This is an optimization exercise on Yosys and OpenROAD, whose aim is small area, a short achievable clock period and few clock cycles, not a production implementation. Function was checked by simulation only, so behaviour that the tests miss may differ from the original. Power and IR drop assume default switching activity.

==> flow/design.v <==
`default_nettype none
package bsc_pkg;
  localparam int unsigned MAX_PROCESSES_DEF = 16;
  localparam int unsigned MAX_RESOURCES_DEF = 8;
  localparam int unsigned COUNT_WIDTH_DEF   = 8;
  localparam logic [2:0] MODE_LOAD_ALLOC = 3'd0;
  localparam logic [2:0] MODE_LOAD_MAX   = 3'd1;
  localparam logic [2:0] MODE_LOAD_AVAIL = 3'd2;
  localparam logic [2:0] MODE_CHECK      = 3'd3;
  localparam logic [2:0] MODE_REQUEST    = 3'd4;
  localparam logic [1:0] ST_SAFE      = 2'd0;
  localparam logic [1:0] ST_UNSAFE    = 2'd1;
  localparam logic [1:0] ST_OVER_NEED = 2'd2;
  localparam logic [1:0] ST_OVER_AVL  = 2'd3;
  localparam logic KIND_SEQ     = 1'b0;
  localparam logic KIND_VERDICT = 1'b1;
  typedef struct packed {
    logic rd;
    logic cmp_fit;
    logic cmp_req;
    logic clr_flags;
    logic work_init;
    logic work_add;
    logic wr_grant;
    logic wr_back;
    logic avail_sub;
    logic avail_add;
    logic ord_wr;
    logic ord_rd;
    logic out_seq;
    logic out_verdict;
  } cmd_t;
  typedef struct packed {
    logic fits;
    logic need_bad;
    logic avail_bad;
    logic out_free;
  } stat_t;
endpackage
`default_nettype wire
`default_nettype none
module bsc_datapath #(
  parameter int unsigned MAX_PROCESSES = bsc_pkg::MAX_PROCESSES_DEF,
  parameter int unsigned MAX_RESOURCES = bsc_pkg::MAX_RESOURCES_DEF,
  parameter int unsigned COUNT_WIDTH   = bsc_pkg::COUNT_WIDTH_DEF,
  localparam int unsigned PW  = $clog2(MAX_PROCESSES),
  localparam int unsigned RW  = (MAX_RESOURCES > 1) ? $clog2(MAX_RESOURCES) : 1,
  localparam int unsigned RCW = $clog2(MAX_RESOURCES + 1)
) (
  input  wire                 clk_i,
  input  wire                 rst_ni,
  input  wire                 in_acc_i,
  input  wire  [2:0]          mode_i,
  input  wire  [3:0]          proc_i,
  input  wire  [2:0]          res_i,
  input  wire  [7:0]          amount_i,
  input  wire  [RCW-1:0]      nr_i,
  input  bsc_pkg::cmd_t       cmd_i,
  input  wire  [PW-1:0]       mp_i,
  input  wire  [RW-1:0]       mr_i,
  input  wire  [PW-1:0]       ord_idx_i,
  input  wire  [1:0]          code_i,
  output bsc_pkg::stat_t      stat_o,
  output logic                out_valid_o,
  input  wire                 out_ready_i,
  output logic                out_kind_o,
  output logic [3:0]          out_proc_o,
  output logic [1:0]          out_status_o,
  output logic                out_last_o
);
  localparam int unsigned CW  = COUNT_WIDTH;
  localparam int unsigned WW  = COUNT_WIDTH + 5;
  localparam int unsigned XPW = (PW > 4) ? PW : 4;
  localparam int unsigned XRW = (RW > 3) ? RW : 3;
  localparam int unsigned XAW = (CW > 8) ? CW : 8;
  localparam int unsigned MD  = MAX_PROCESSES * (2 ** RW);
  logic [CW-1:0] alloc_mem [MD];
  logic [CW-1:0] max_mem   [MD];
  logic [PW-1:0] ord_mem   [MAX_PROCESSES];
  logic [CW-1:0] avail_q [MAX_RESOURCES];
  logic [CW-1:0] req_q   [MAX_RESOURCES];
  logic [CW-1:0] row_q   [MAX_RESOURCES];
  logic [CW-1:0] keep_q  [MAX_RESOURCES];
  logic [CW-1:0] ksum_q  [MAX_RESOURCES];
  logic [WW-1:0] work_q  [MAX_RESOURCES];
  logic [CW-1:0] alloc_rd_q, max_rd_q;
  logic [PW-1:0] ord_q;
  logic [RW-1:0] j_q;
  logic          cmp_fit_q, cmp_req_q;
  logic          fits_q, need_bad_q, avail_bad_q;
  logic          out_valid_q;
  logic          out_kind_q, out_last_q;
  logic [3:0]    out_proc_q;
  logic [1:0]    out_status_q;
  logic [XPW-1:0] proc_x;
  logic [XRW-1:0] res_x;
  logic [XAW-1:0] amt_x;
  logic [PW-1:0]  p_idx;
  logic [RW-1:0]  r_idx;
  logic [CW-1:0]  amt;
  logic           p_ok, r_ok;
  assign proc_x = XPW'(proc_i);
  assign res_x  = XRW'(res_i);
  assign amt_x  = XAW'(amount_i);
  assign p_idx  = proc_x[PW-1:0];
  assign r_idx  = res_x[RW-1:0];
  assign amt    = amt_x[CW-1:0];
  assign p_ok   = 32'(proc_i) < MAX_PROCESSES;
  assign r_ok   = 32'(res_i) < MAX_RESOURCES;
  logic                 a_we, m_we;
  logic [PW+RW-1:0]     a_wa, m_wa;
  logic [CW-1:0]        a_wd;
  always_comb begin
    a_we = 1'b0;
    a_wa = {p_idx, r_idx};
    a_wd = amt;
    if (cmd_i.wr_grant) begin
      a_we = 1'b1;
      a_wa = {mp_i, mr_i};
      a_wd = ksum_q[mr_i];
    end else if (cmd_i.wr_back) begin
      a_we = 1'b1;
      a_wa = {mp_i, mr_i};
      a_wd = keep_q[mr_i];
    end else if (in_acc_i && mode_i == bsc_pkg::MODE_LOAD_ALLOC && p_ok && r_ok) begin
      a_we = 1'b1;
    end
    m_we = in_acc_i && mode_i == bsc_pkg::MODE_LOAD_MAX && p_ok && r_ok;
    m_wa = {p_idx, r_idx};
  end
  always_ff @(posedge clk_i) begin
    if (a_we) alloc_mem[a_wa] <= a_wd;
    if (m_we) max_mem[m_wa] <= amt;
    if (cmd_i.rd) begin
      alloc_rd_q <= alloc_mem[{mp_i, mr_i}];
      max_rd_q   <= max_mem[{mp_i, mr_i}];
    end
    if (cmd_i.ord_wr) ord_mem[ord_idx_i] <= mp_i;
    if (cmd_i.ord_rd) ord_q <= ord_mem[ord_idx_i];
  end
  logic [CW-1:0] need;
  assign need = (max_rd_q > alloc_rd_q) ? (max_rd_q - alloc_rd_q) : '0;
  always_ff @(posedge clk_i) begin
    j_q <= mr_i;
    if (cmd_i.rd) begin
    end
    if (cmp_fit_q) row_q[j_q] <= alloc_rd_q;
    if (cmp_req_q) begin
      keep_q[j_q] <= alloc_rd_q;
      ksum_q[j_q] <= alloc_rd_q + req_q[j_q];
    end
    if (in_acc_i && mode_i == bsc_pkg::MODE_REQUEST && r_ok) req_q[r_idx] <= amt;
    for (int j = 0; j < int'(MAX_RESOURCES); j++) begin
      if (cmd_i.work_init) begin
        work_q[j] <= (j < int'(nr_i)) ? WW'(avail_q[j]) : '0;
      end else if (cmd_i.work_add && j < int'(nr_i)) begin
        if ({1'b0, work_q[j]} + (WW+1)'(row_q[j]) > (WW+1)'({WW{1'b1}})) begin
          work_q[j] <= {WW{1'b1}};
        end else begin
          work_q[j] <= work_q[j] + WW'(row_q[j]);
        end
      end
      if (cmd_i.avail_sub && j < int'(nr_i)) begin
        avail_q[j] <= avail_q[j] - req_q[j];
      end else if (cmd_i.avail_add && j < int'(nr_i)) begin
        avail_q[j] <= avail_q[j] + req_q[j];
      end else if (in_acc_i && mode_i == bsc_pkg::MODE_LOAD_AVAIL && r_ok &&
                   32'(r_idx) == 32'(j)) begin
        avail_q[j] <= amt;
      end
    end
  end
  always_ff @(posedge clk_i or negedge rst_ni) begin
    if (!rst_ni) begin
      cmp_fit_q   <= 1'b0;
      cmp_req_q   <= 1'b0;
      fits_q      <= 1'b1;
      need_bad_q  <= 1'b0;
      avail_bad_q <= 1'b0;
      out_valid_q <= 1'b0;
    end else begin
      cmp_fit_q <= cmd_i.rd && cmd_i.cmp_fit;
      cmp_req_q <= cmd_i.rd && cmd_i.cmp_req;
      if (cmd_i.clr_flags) begin
        fits_q      <= 1'b1;
        need_bad_q  <= 1'b0;
        avail_bad_q <= 1'b0;
      end else begin
        if (cmp_fit_q && WW'(need) > work_q[j_q]) fits_q <= 1'b0;
        if (cmp_req_q && req_q[j_q] > need) need_bad_q <= 1'b1;
        if (cmp_req_q && req_q[j_q] > avail_q[j_q]) avail_bad_q <= 1'b1;
      end
      if (cmd_i.out_seq || cmd_i.out_verdict) begin
        out_valid_q <= 1'b1;
      end else if (out_ready_i) begin
        out_valid_q <= 1'b0;
      end
    end
  end
  logic [XPW-1:0] ord_x;
  assign ord_x = XPW'(ord_q);
  always_ff @(posedge clk_i) begin
    if (cmd_i.out_seq) begin
      out_kind_q   <= bsc_pkg::KIND_SEQ;
      out_proc_q   <= ord_x[3:0];
      out_status_q <= bsc_pkg::ST_SAFE;
      out_last_q   <= 1'b0;
    end else if (cmd_i.out_verdict) begin
      out_kind_q   <= bsc_pkg::KIND_VERDICT;
      out_proc_q   <= 4'd0;
      out_status_q <= code_i;
      out_last_q   <= 1'b1;
    end
  end
  assign stat_o.fits      = fits_q;
  assign stat_o.need_bad  = need_bad_q;
  assign stat_o.avail_bad = avail_bad_q;
  assign stat_o.out_free  = !out_valid_q || out_ready_i;
  assign out_valid_o  = out_valid_q;
  assign out_kind_o   = out_kind_q;
  assign out_proc_o   = out_proc_q;
  assign out_status_o = out_status_q;
  assign out_last_o   = out_last_q;
endmodule
`default_nettype wire
`default_nettype none
module bsc_ctrl #(
  parameter int unsigned MAX_PROCESSES = bsc_pkg::MAX_PROCESSES_DEF,
  parameter int unsigned MAX_RESOURCES = bsc_pkg::MAX_RESOURCES_DEF,
  localparam int unsigned PW  = $clog2(MAX_PROCESSES),
  localparam int unsigned PCW = $clog2(MAX_PROCESSES + 1),
  localparam int unsigned RW  = (MAX_RESOURCES > 1) ? $clog2(MAX_RESOURCES) : 1,
  localparam int unsigned RCW = $clog2(MAX_RESOURCES + 1)
) (
  input  wire                 clk_i,
  input  wire                 rst_ni,
  input  wire                 in_acc_i,
  input  wire  [2:0]          mode_i,
  input  wire  [3:0]          proc_i,
  input  wire                 last_i,
  input  wire  [PCW-1:0]      np_i,
  input  wire  [RCW-1:0]      nr_i,
  input  bsc_pkg::stat_t      stat_i,
  output bsc_pkg::cmd_t       cmd_o,
  output logic [PW-1:0]       mp_o,
  output logic [RW-1:0]       mr_o,
  output logic [PW-1:0]       ord_idx_o,
  output logic [1:0]          code_o,
  output logic                in_ready_o
);
  localparam int unsigned XPW = (PW > 4) ? PW : 4;
  typedef enum logic [3:0] {
    IDLE, RQ_RD, RQ_WAIT, RQ_CHK, RQ_GRANT,
    SC_INIT, SC_PROC, SC_RD, SC_WAIT, SC_CHK, SC_DONE,
    EM_RD, EM_OUT, VERDICT, RB
  } state_e;
  state_e               state_q, state_d;
  logic [PW-1:0]        i_q, i_d, p_q, p_d, e_q, e_d;
  logic [RW-1:0]        j_q, j_d;
  logic [PCW-1:0]       cnt_q, cnt_d;
  logic                 prog_q, prog_d, rq_q, rq_d;
  logic [MAX_PROCESSES-1:0] fin_q, fin_d;
  logic [1:0]           stat_q, stat_d;
  logic [XPW-1:0] proc_x;
  logic           j_last, i_last, adv;
  assign proc_x = XPW'(proc_i);
  assign j_last = 32'(j_q) == 32'(nr_i) - 32'd1;
  assign i_last = 32'(i_q) == 32'(np_i) - 32'd1;
  always_comb begin
    state_d = state_q;
    i_d = i_q; p_d = p_q; e_d = e_q; j_d = j_q;
    cnt_d = cnt_q; prog_d = prog_q; rq_d = rq_q; fin_d = fin_q; stat_d = stat_q;
    cmd_o = '0;
    adv = 1'b0;
    in_ready_o = 1'b0;
    mp_o = (state_q == SC_RD || state_q == SC_CHK) ? i_q : p_q;
    mr_o = j_q;
    ord_idx_o = (state_q == SC_CHK) ? cnt_q[PW-1:0] : e_q;
    code_o = stat_q;
    unique case (state_q)
      IDLE: begin
        in_ready_o = 1'b1;
        if (in_acc_i) begin
          p_d = proc_x[PW-1:0];
          unique case (mode_i)
            bsc_pkg::MODE_CHECK: begin
              rq_d    = 1'b0;
              state_d = SC_INIT;
            end
            bsc_pkg::MODE_REQUEST: begin
              if (last_i) begin
                if (32'(proc_i) >= 32'(np_i)) begin
                  stat_d  = bsc_pkg::ST_OVER_NEED;
                  rq_d    = 1'b0;
                  state_d = VERDICT;
                end else begin
                  j_d = '0;
                  cmd_o.clr_flags = 1'b1;
                  state_d = RQ_RD;
                end
              end
            end
            default: ;
          endcase
        end
      end
      RQ_RD: begin
        cmd_o.rd = 1'b1;
        cmd_o.cmp_req = 1'b1;
        if (j_last) state_d = RQ_WAIT;
        else j_d = j_q + 1'b1;
      end
      RQ_WAIT: state_d = RQ_CHK;
      RQ_CHK: begin
        rq_d = 1'b0;
        if (stat_i.need_bad) begin
          stat_d  = bsc_pkg::ST_OVER_NEED;
          state_d = VERDICT;
        end else if (stat_i.avail_bad) begin
          stat_d  = bsc_pkg::ST_OVER_AVL;
          state_d = VERDICT;
        end else begin
          rq_d    = 1'b1;
          j_d     = '0;
          state_d = RQ_GRANT;
        end
      end
      RQ_GRANT: begin
        cmd_o.wr_grant = 1'b1;
        cmd_o.avail_sub = (j_q == '0);
        if (j_last) state_d = SC_INIT;
        else j_d = j_q + 1'b1;
      end
      SC_INIT: begin
        cmd_o.work_init = 1'b1;
        i_d = '0; cnt_d = '0; prog_d = 1'b0; fin_d = '0;
        state_d = SC_PROC;
      end
      SC_PROC: begin
        if (fin_q[i_q]) begin
          adv = 1'b1;
        end else begin
          j_d = '0;
          cmd_o.clr_flags = 1'b1;
          state_d = SC_RD;
        end
      end
      SC_RD: begin
        cmd_o.rd = 1'b1;
        cmd_o.cmp_fit = 1'b1;
        if (j_last) state_d = SC_WAIT;
        else j_d = j_q + 1'b1;
      end
      SC_WAIT: state_d = SC_CHK;
      SC_CHK: begin
        if (stat_i.fits) begin
          cmd_o.work_add = 1'b1;
          cmd_o.ord_wr = 1'b1;
          fin_d[i_q] = 1'b1;
          cnt_d = cnt_q + 1'b1;
          prog_d = 1'b1;
        end
        adv = 1'b1;
      end
      SC_DONE: begin
        e_d = '0;
        if (cnt_q == np_i) begin
          stat_d  = bsc_pkg::ST_SAFE;
          state_d = EM_RD;
        end else begin
          stat_d  = bsc_pkg::ST_UNSAFE;
          state_d = VERDICT;
        end
      end
      EM_RD: begin
        cmd_o.ord_rd = 1'b1;
        state_d = EM_OUT;
      end
      EM_OUT: begin
        if (stat_i.out_free) begin
          cmd_o.out_seq = 1'b1;
          if (32'(e_q) == 32'(cnt_q) - 32'd1) begin
            state_d = VERDICT;
          end else begin
            e_d = e_q + 1'b1;
            state_d = EM_RD;
          end
        end
      end
      VERDICT: begin
        if (stat_i.out_free) begin
          cmd_o.out_verdict = 1'b1;
          if (rq_q && stat_q == bsc_pkg::ST_UNSAFE) begin
            j_d = '0;
            state_d = RB;
          end else begin
            state_d = IDLE;
          end
        end
      end
      RB: begin
        cmd_o.wr_back = 1'b1;
        cmd_o.avail_add = (j_q == '0);
        if (j_last) state_d = IDLE;
        else j_d = j_q + 1'b1;
      end
      default: state_d = IDLE;
    endcase
    if (adv) begin
      if (i_last) begin
        if (cnt_d == np_i || !prog_d) begin
          state_d = SC_DONE;
        end else begin
          i_d = '0;
          prog_d = 1'b0;
          state_d = SC_PROC;
        end
      end else begin
        i_d = i_q + 1'b1;
        state_d = SC_PROC;
      end
    end
  end
  always_ff @(posedge clk_i or negedge rst_ni) begin
    if (!rst_ni) begin
      state_q <= IDLE;
      i_q <= '0; p_q <= '0; e_q <= '0; j_q <= '0;
      cnt_q <= '0; prog_q <= 1'b0; rq_q <= 1'b0; fin_q <= '0;
      stat_q <= bsc_pkg::ST_SAFE;
    end else begin
      state_q <= state_d;
      i_q <= i_d; p_q <= p_d; e_q <= e_d; j_q <= j_d;
      cnt_q <= cnt_d; prog_q <= prog_d; rq_q <= rq_d; fin_q <= fin_d;
      stat_q <= stat_d;
    end
  end
endmodule
`default_nettype wire
`default_nettype none
module bankers_safety_check #(
  parameter int unsigned MAX_PROCESSES = bsc_pkg::MAX_PROCESSES_DEF,
  parameter int unsigned MAX_RESOURCES = bsc_pkg::MAX_RESOURCES_DEF,
  parameter int unsigned COUNT_WIDTH   = bsc_pkg::COUNT_WIDTH_DEF
) (
  input  wire         clk_i,
  input  wire         rst_ni,
  input  wire         psel,
  input  wire         penable,
  input  wire         pwrite,
  input  wire  [2:0]  paddr,
  input  wire  [31:0] pwdata,
  output logic [31:0] prdata,
  output logic        pready,
  input  wire         s_axis_tvalid,
  output logic        s_axis_tready,
  input  wire  [15:0] s_axis_tdata,    
  input  wire  [2:0]  s_axis_tuser,    
  input  wire         s_axis_tlast,    
  output logic        m_axis_tvalid,
  input  wire         m_axis_tready,
  output logic [7:0]  m_axis_tdata,    
  output logic [0:0]  m_axis_tuser,    
  output logic        m_axis_tlast     
);
  localparam int unsigned PW  = $clog2(MAX_PROCESSES);
  localparam int unsigned PCW = $clog2(MAX_PROCESSES + 1);
  localparam int unsigned RW  = (MAX_RESOURCES > 1) ? $clog2(MAX_RESOURCES) : 1;
  localparam int unsigned RCW = $clog2(MAX_RESOURCES + 1);
  localparam logic REG_NUM_PROC = 1'b0;
  localparam logic REG_NUM_RES  = 1'b1;
  logic [4:0] num_proc_q;
  logic [3:0] num_res_q;
  logic       cfg_wr;
  assign pready = 1'b1;
  assign cfg_wr = psel && penable && pwrite;
  always_ff @(posedge clk_i or negedge rst_ni) begin
    if (!rst_ni) begin
      num_proc_q <= 5'd1;
      num_res_q  <= 4'd1;
    end else if (cfg_wr) begin
      unique case (paddr[2])
        REG_NUM_PROC: num_proc_q <= pwdata[4:0];
        REG_NUM_RES:  num_res_q  <= pwdata[3:0];
        default: ;
      endcase
    end
  end
  always_comb begin
    unique case (paddr[2])
      REG_NUM_PROC: prdata = 32'(num_proc_q);
      REG_NUM_RES:  prdata = 32'(num_res_q);
      default:      prdata = '0;
    endcase
  end
  logic [PCW-1:0] np;
  logic [RCW-1:0] nr;
  assign np = (num_proc_q == '0) ? PCW'(1) :
              (32'(num_proc_q) > MAX_PROCESSES) ? PCW'(MAX_PROCESSES) : PCW'(num_proc_q);
  assign nr = (num_res_q == '0) ? RCW'(1) :
              (32'(num_res_q) > MAX_RESOURCES) ? RCW'(MAX_RESOURCES) : RCW'(num_res_q);
  bsc_pkg::cmd_t  cmd;
  bsc_pkg::stat_t stat;
  logic [PW-1:0]  mp, ord_idx;
  logic [RW-1:0]  mr;
  logic [1:0]     code;
  logic           in_acc;
  logic           out_kind, out_last;
  logic [3:0]     out_proc;
  logic [1:0]     out_status;
  assign in_acc = s_axis_tvalid && s_axis_tready;
  bsc_ctrl #(
    .MAX_PROCESSES(MAX_PROCESSES),
    .MAX_RESOURCES(MAX_RESOURCES)
  ) u_ctrl (
    .clk_i      (clk_i),
    .rst_ni     (rst_ni),
    .in_acc_i   (in_acc),
    .mode_i     (s_axis_tuser),
    .proc_i     (s_axis_tdata[3:0]),
    .last_i     (s_axis_tlast),
    .np_i       (np),
    .nr_i       (nr),
    .stat_i     (stat),
    .cmd_o      (cmd),
    .mp_o       (mp),
    .mr_o       (mr),
    .ord_idx_o  (ord_idx),
    .code_o     (code),
    .in_ready_o (s_axis_tready)
  );
  bsc_datapath #(
    .MAX_PROCESSES(MAX_PROCESSES),
    .MAX_RESOURCES(MAX_RESOURCES),
    .COUNT_WIDTH  (COUNT_WIDTH)
  ) u_datapath (
    .clk_i        (clk_i),
    .rst_ni       (rst_ni),
    .in_acc_i     (in_acc),
    .mode_i       (s_axis_tuser),
    .proc_i       (s_axis_tdata[3:0]),
    .res_i        (s_axis_tdata[6:4]),
    .amount_i     (s_axis_tdata[14:7]),
    .nr_i         (nr),
    .cmd_i        (cmd),
    .mp_i         (mp),
    .mr_i         (mr),
    .ord_idx_i    (ord_idx),
    .code_i       (code),
    .stat_o       (stat),
    .out_valid_o  (m_axis_tvalid),
    .out_ready_i  (m_axis_tready),
    .out_kind_o   (out_kind),
    .out_proc_o   (out_proc),
    .out_status_o (out_status),
    .out_last_o   (out_last)
  );
  assign m_axis_tdata = {2'b00, out_status, out_proc};
  assign m_axis_tuser = out_kind;
  assign m_axis_tlast = out_last;
endmodule
`default_nettype wire
==> flow/run.sh <==
#!/bin/bash
# synth_recipe.tcl (not shown) runs the flow's synth.tcl, then flattens the netlist and writes it again
# the make line also repeats each setting of config.mk as NAME=value (left out here)
make -C /OpenROAD-flow-scripts/flow DESIGN_CONFIG=/design/flow/config.mk WORK_HOME=/design/flow/orfs CLKGATE_MAP_FILE= SYNTH_SCRIPT=/design/flow/synth_recipe.tcl finish
==> flow/config.mk <==
export PLATFORM = sky130hd
export DESIGN_NAME = bankers_safety_check
export DESIGN_NICKNAME = bankers_safety_check
export VERILOG_FILES = /design/flow/design.v
export SDC_FILE = /design/flow/constraint.sdc
export NUM_CORES = 4
export LEC_CHECK = 0
export CAP_MARGIN = 20
export CORE_MARGIN = 2
export CORE_UTILIZATION = 40
export SLEW_MARGIN = 20
==> flow/constraint.sdc <==
create_clock -name core_clock -period 8.0 [get_ports {clk_i}]
set_input_delay 1.6000 -clock core_clock [delete_from_list [all_inputs] [get_ports {clk_i}]]
set_output_delay 1.6000 -clock core_clock [all_outputs]
set_load 0.01 [all_outputs]
==> run summary <==
-- layout by cell type, fill, tap and decap left out, types with 78 or more instances in the layout --
| master | n |
|---|---|
| clkbuf_16 | 290 |
| a31oi_1 | 78 |
| mux2i_1 | 103 |
| buf_4 | 107 |
| nand2_1 | 683 |
| nor3_1 | 79 |
| edfxtp_1 | 2560 |
| inv_1 | 180 |
| mux4_2 | 587 |
| nor2_1 | 503 |
| a21oi_1 | 214 |
| ha_1 | 234 |
| o21ai_0 | 159 |
| nand3_1 | 166 |
-- per-stage QoR --
| step | instance area [µm²] | setup WS, ns | cells |
|---|---|---|---|
| 5_1_grt | 127000 | 2.24 | 11000 |
| 4_1_cts | 127000 | 2.60 | 11000 |
| 3_3_place_gp | 119000 | 2.36 | 10500 |
| 3_5_place_dp | 119000 | 2.34 | 10500 |
| 6_report | 127000 | 2.53 | 11000 |
| 2_1_floorplan | 114000 | 1.95 | 6950 |
-- metal layers --
metal / vias to the layer above / global-route usage (%) / routed length [µm]
met5: - / 0 / 11
met4: 2 / 6.34 / 9430
met3: 482 / 3.06 / 21700
met2: 2613 / 32.0 / 139000
met1: 33300 / 28.4 / 124000
li1: 27500 / - / -
-- state kept, by name, indices dropped and copies added, names as in the netlist, 5 cells and up --
register / cells
u_datapath.ord_mem: 64
u_datapath.work_q: 104
u_datapath.max_mem: 1024
u_datapath.max_rd_q: 8
u_datapath.alloc_mem: 1024
u_datapath.ksum_q: 64
u_datapath.keep_q: 64
u_ctrl.fin_q: 16
u_datapath.req_q: 64
u_ctrl.cnt_q: 5
num_proc_q: 5
u_datapath.avail_q: 64
u_datapath.row_q: 64
u_datapath.alloc_rd_q: 8
-- critical path, stage by stage (launching register included) --
cell	delay [ns]
dfrtp_1	0.73
nand4b_1	0.28
nand2_1	0.35
mux2i_1	0.93
inv_1	0.70
nor2_4	0.49
buf_4	0.52
a32oi_1	0.16
and3_1	0.23
nor3_1	0.59
nand3_1	0.16
-- worst min-delay path by stage --
stage                                 startpoint                            to  slack [ns]  cells after the start
floorplan              u_ctrl.j_q[2]$_DFFE_PN0P_     u_datapath.j_q[2]$_DFF_P_        0.35                      0
global placement    u_ctrl.fin_q[11]$_DFFE_PN0P_  u_ctrl.fin_q[11]$_DFFE_PN0P_        0.47                      2
detailed placement   u_ctrl.fin_q[4]$_DFFE_PN0P_   u_ctrl.fin_q[4]$_DFFE_PN0P_        0.48                      2
CTS                  u_ctrl.fin_q[4]$_DFFE_PN0P_   u_ctrl.fin_q[4]$_DFFE_PN0P_        0.50                      2
global route         u_ctrl.fin_q[4]$_DFFE_PN0P_   u_ctrl.fin_q[4]$_DFFE_PN0P_        0.51                      2
finish               u_ctrl.fin_q[4]$_DFFE_PN0P_   u_ctrl.fin_q[4]$_DFFE_PN0P_        0.50                      2
-- layout make-up --
class	instances	share of cell area, %
sequential	2625	61.7
timing repair buffer	170	1.25
inverter	185	0.550
antenna	8	0.0157
tap	3743	3.68
clock buffer	355	5.89
multi-input combinational	3775	26.0
clock inverter	127	0.924
-- power by group --
part	internal (mW)	switching [mW]	total, mW
clock network	7.30	5.26	12.6
logic	4.60	8.40	13.0
registers	16.9	0.617	17.5
-- cells by family (layout without fill, tap and decap cells) --
family	count (synthesis)	after routing
flops	2625	2625
simple gates	1717	1717
compound gates	932	932
mux	721	721
buf+inv	550	837
fa+ha+maj	260	260
xor+xnor	115	115
other cells	2	38
==> impl_metrics.py <==
metrics = {
    "setup_path": {
        "worstPathArrival_ns": 6.00,
        "r2r_start": "u_ctrl.state_q[2]$_DFFE_PN0P_",
        "startpoint_type": "flip-flop",
        "crit_path_end_kind": "flip-flop",
        "r2r_cells": 10,
        "critical_path_class": "reg -> reg",
        "crit_required_ns": 8.53,
        "timing.rr.end": "u_datapath.max_rd_q[0]$_DFFE_PP_",
        "critPathCapture": "u_datapath.max_rd_q[0]$_DFFE_PP_",
        "r2r_setup_slack_ns": 2.53,
        "path_max_fanout": 24,
        "startpoint": "u_ctrl.state_q[2]$_DFFE_PN0P_",
    },
    "clock_tree": {
        "htree_levels": 5,
        "cts.sink_count": 2625,
        "cts_tree": "yes",
        "insertion_delay_ns": 0.87,
        "post_cts_buffers": 0,
        "cts_resized": 0,
        "hold_buffers": 0,
        "cts_buffers": 281,
        "clk_pin_slew_ns": 0.06,
        "root_buffer": "clkbuf_16",
        "cts.path.max_buffers": 4,
    },
    "die": {
        "start_util_pct": 40.2,
        "dieHeight_um": 537,
        "pin_count": 107,
        "row_count": 195,
        "die_x_um": 537,
        "coreArea_um2": 282000,
        "die_area_um2": 288000,
    },
    "synth": {
        "synthAdderAreaFrac_pct": 3.04,
        "synth_xor_area_share_pct": 0.899,
        "yosysMostFrequentCell": "edfxtp_1",
        "synth_ff_type": "edfxtp_1",
        "synth_area_leaders": "edfxtp_1, mux4_2, ha_1",
        "synth-simple-area-share_pct": 6.63,
        "synth_top_family_by_area": "multiplexers",
        "synth_edf_count": 2560,
        "async_reset_ff_share_pct": 2.25,
        "synthTopCellsByCount": "edfxtp_1, nand2_1, mux4_2",
        "avgSynthCellArea_um2": 16.4,
        "synthDistinctLibCells": 82,
        "synth_area_um2": 114000,
        "synthDominantCellAreaShare_pct": 67.7,
        "synth.largest_area_cell": "edfxtp_1",
        "yosysSeqAreaShare_pct": 69.1,
        "yosysWarningCount": 5,
        "synth_seq_cells": 2625,
        "synth-compound-area-share_pct": 5.45,
        "synth_cells": 6922,
        "muxShareOfSynthArea_pct": 12.9,
    },
    "cells_and_area": {
        "seq_area_um2": 78500,
        "area_growth_pct": 12.1,
        "fillerInstances": 24200,
        "drive_gt1_share_pct": 16.2,
        "multi_input_area_um2": 33100,
        "post-route-util_pct": 45.1,
        "finalNetCount": 7360,
    },
    "timing": {
        "maxSlewViolCount": 0,
        "finalHoldViolCount": 0,
        "setup_viol": 0,
        "tightestPinTransition_ns": 1.13,
        "fin_skew_ns": 0.0841,
        "hold_ws_ns": 0.495,
        "maxSlewHeadroom_pct": 24.4,
        "min_period_ns": 5.47,
        "fmax_mhz": 183,
        "tns_ns": 0,
        "period_share_pct": 68.4,
        "rsz0062_at_grt": "no",
    },
    "detailed_routing": {
        "wl_per_cell_um": 26.8,
        "drtPass1Iterations": 8,
        "first_iter_violations": 7270,
        "route.detailed.drc": 0,
        "vias": 63900,
        "routed_wl_um": 295000,
        "drt.antenna.violating_nets": 0,
        "avgViaCountPerCell": 5.82,
    },
    "grt": {
        "grt_max_degree": 129,
        "antenna_found_initial": 14,
        "grt_use_total_pct": 20.1,
        "grt_pass1_vias": 63100,
        "grt_first_pass_wirelength_um": 428000,
        "grt.overflow.total": 0,
    },
    "power_and_ir_drop": {
        "power_density_nw_per_um2": 338,
        "p_leak_nw": 41.5,
        "p_total_mw": 43.1,
        "ir_drop_v": 0.000378,
    },
    "min_path": {
        "hold_class": "reg -> reg",
    },
    "outcome": {
        "status": "finished clean",
    },
    "placement": {
        "gp_congestion": 0.921,
        "numPortBuffers": 46,
        "dp_hpwl_um": 182000,
    },
    "job": {
        "cap_viol_max_count": 0,
    },
}
Testbench counts, summed over its fixed seeds: cycles 84,775.

[what the ideal ports hide]
How much do the figures lean on ideal ports? The routed layout below was timed once more, with nothing changed but the port constraints. Step 1: set_driving_cell puts a clkbuf_16 on clk_i and a buf_2 on each other input, an assumption about the parent block. Step 2 also shifts input and output timing later by t, the mid clock arrival at the registers, as if the neighbouring blocks saw the same clock. Slacks: ideal / step 1 / step 2; pairs: ideal / step 1.
t, ns: 0.920
slack for setup (ns): 2.530 / 2.530 / 2.025
hold WS [ns]: 0.495 / 0.495 / 0.495
clock arrival spread, ns: 0.089 / 0.089
slew at the worst register clock pin (ns): 0.07 / 0.07
After both steps this run still meets setup and hold. The setup slack of this run moves by 0.000 ns with the drivers and by -0.505 ns with both steps.
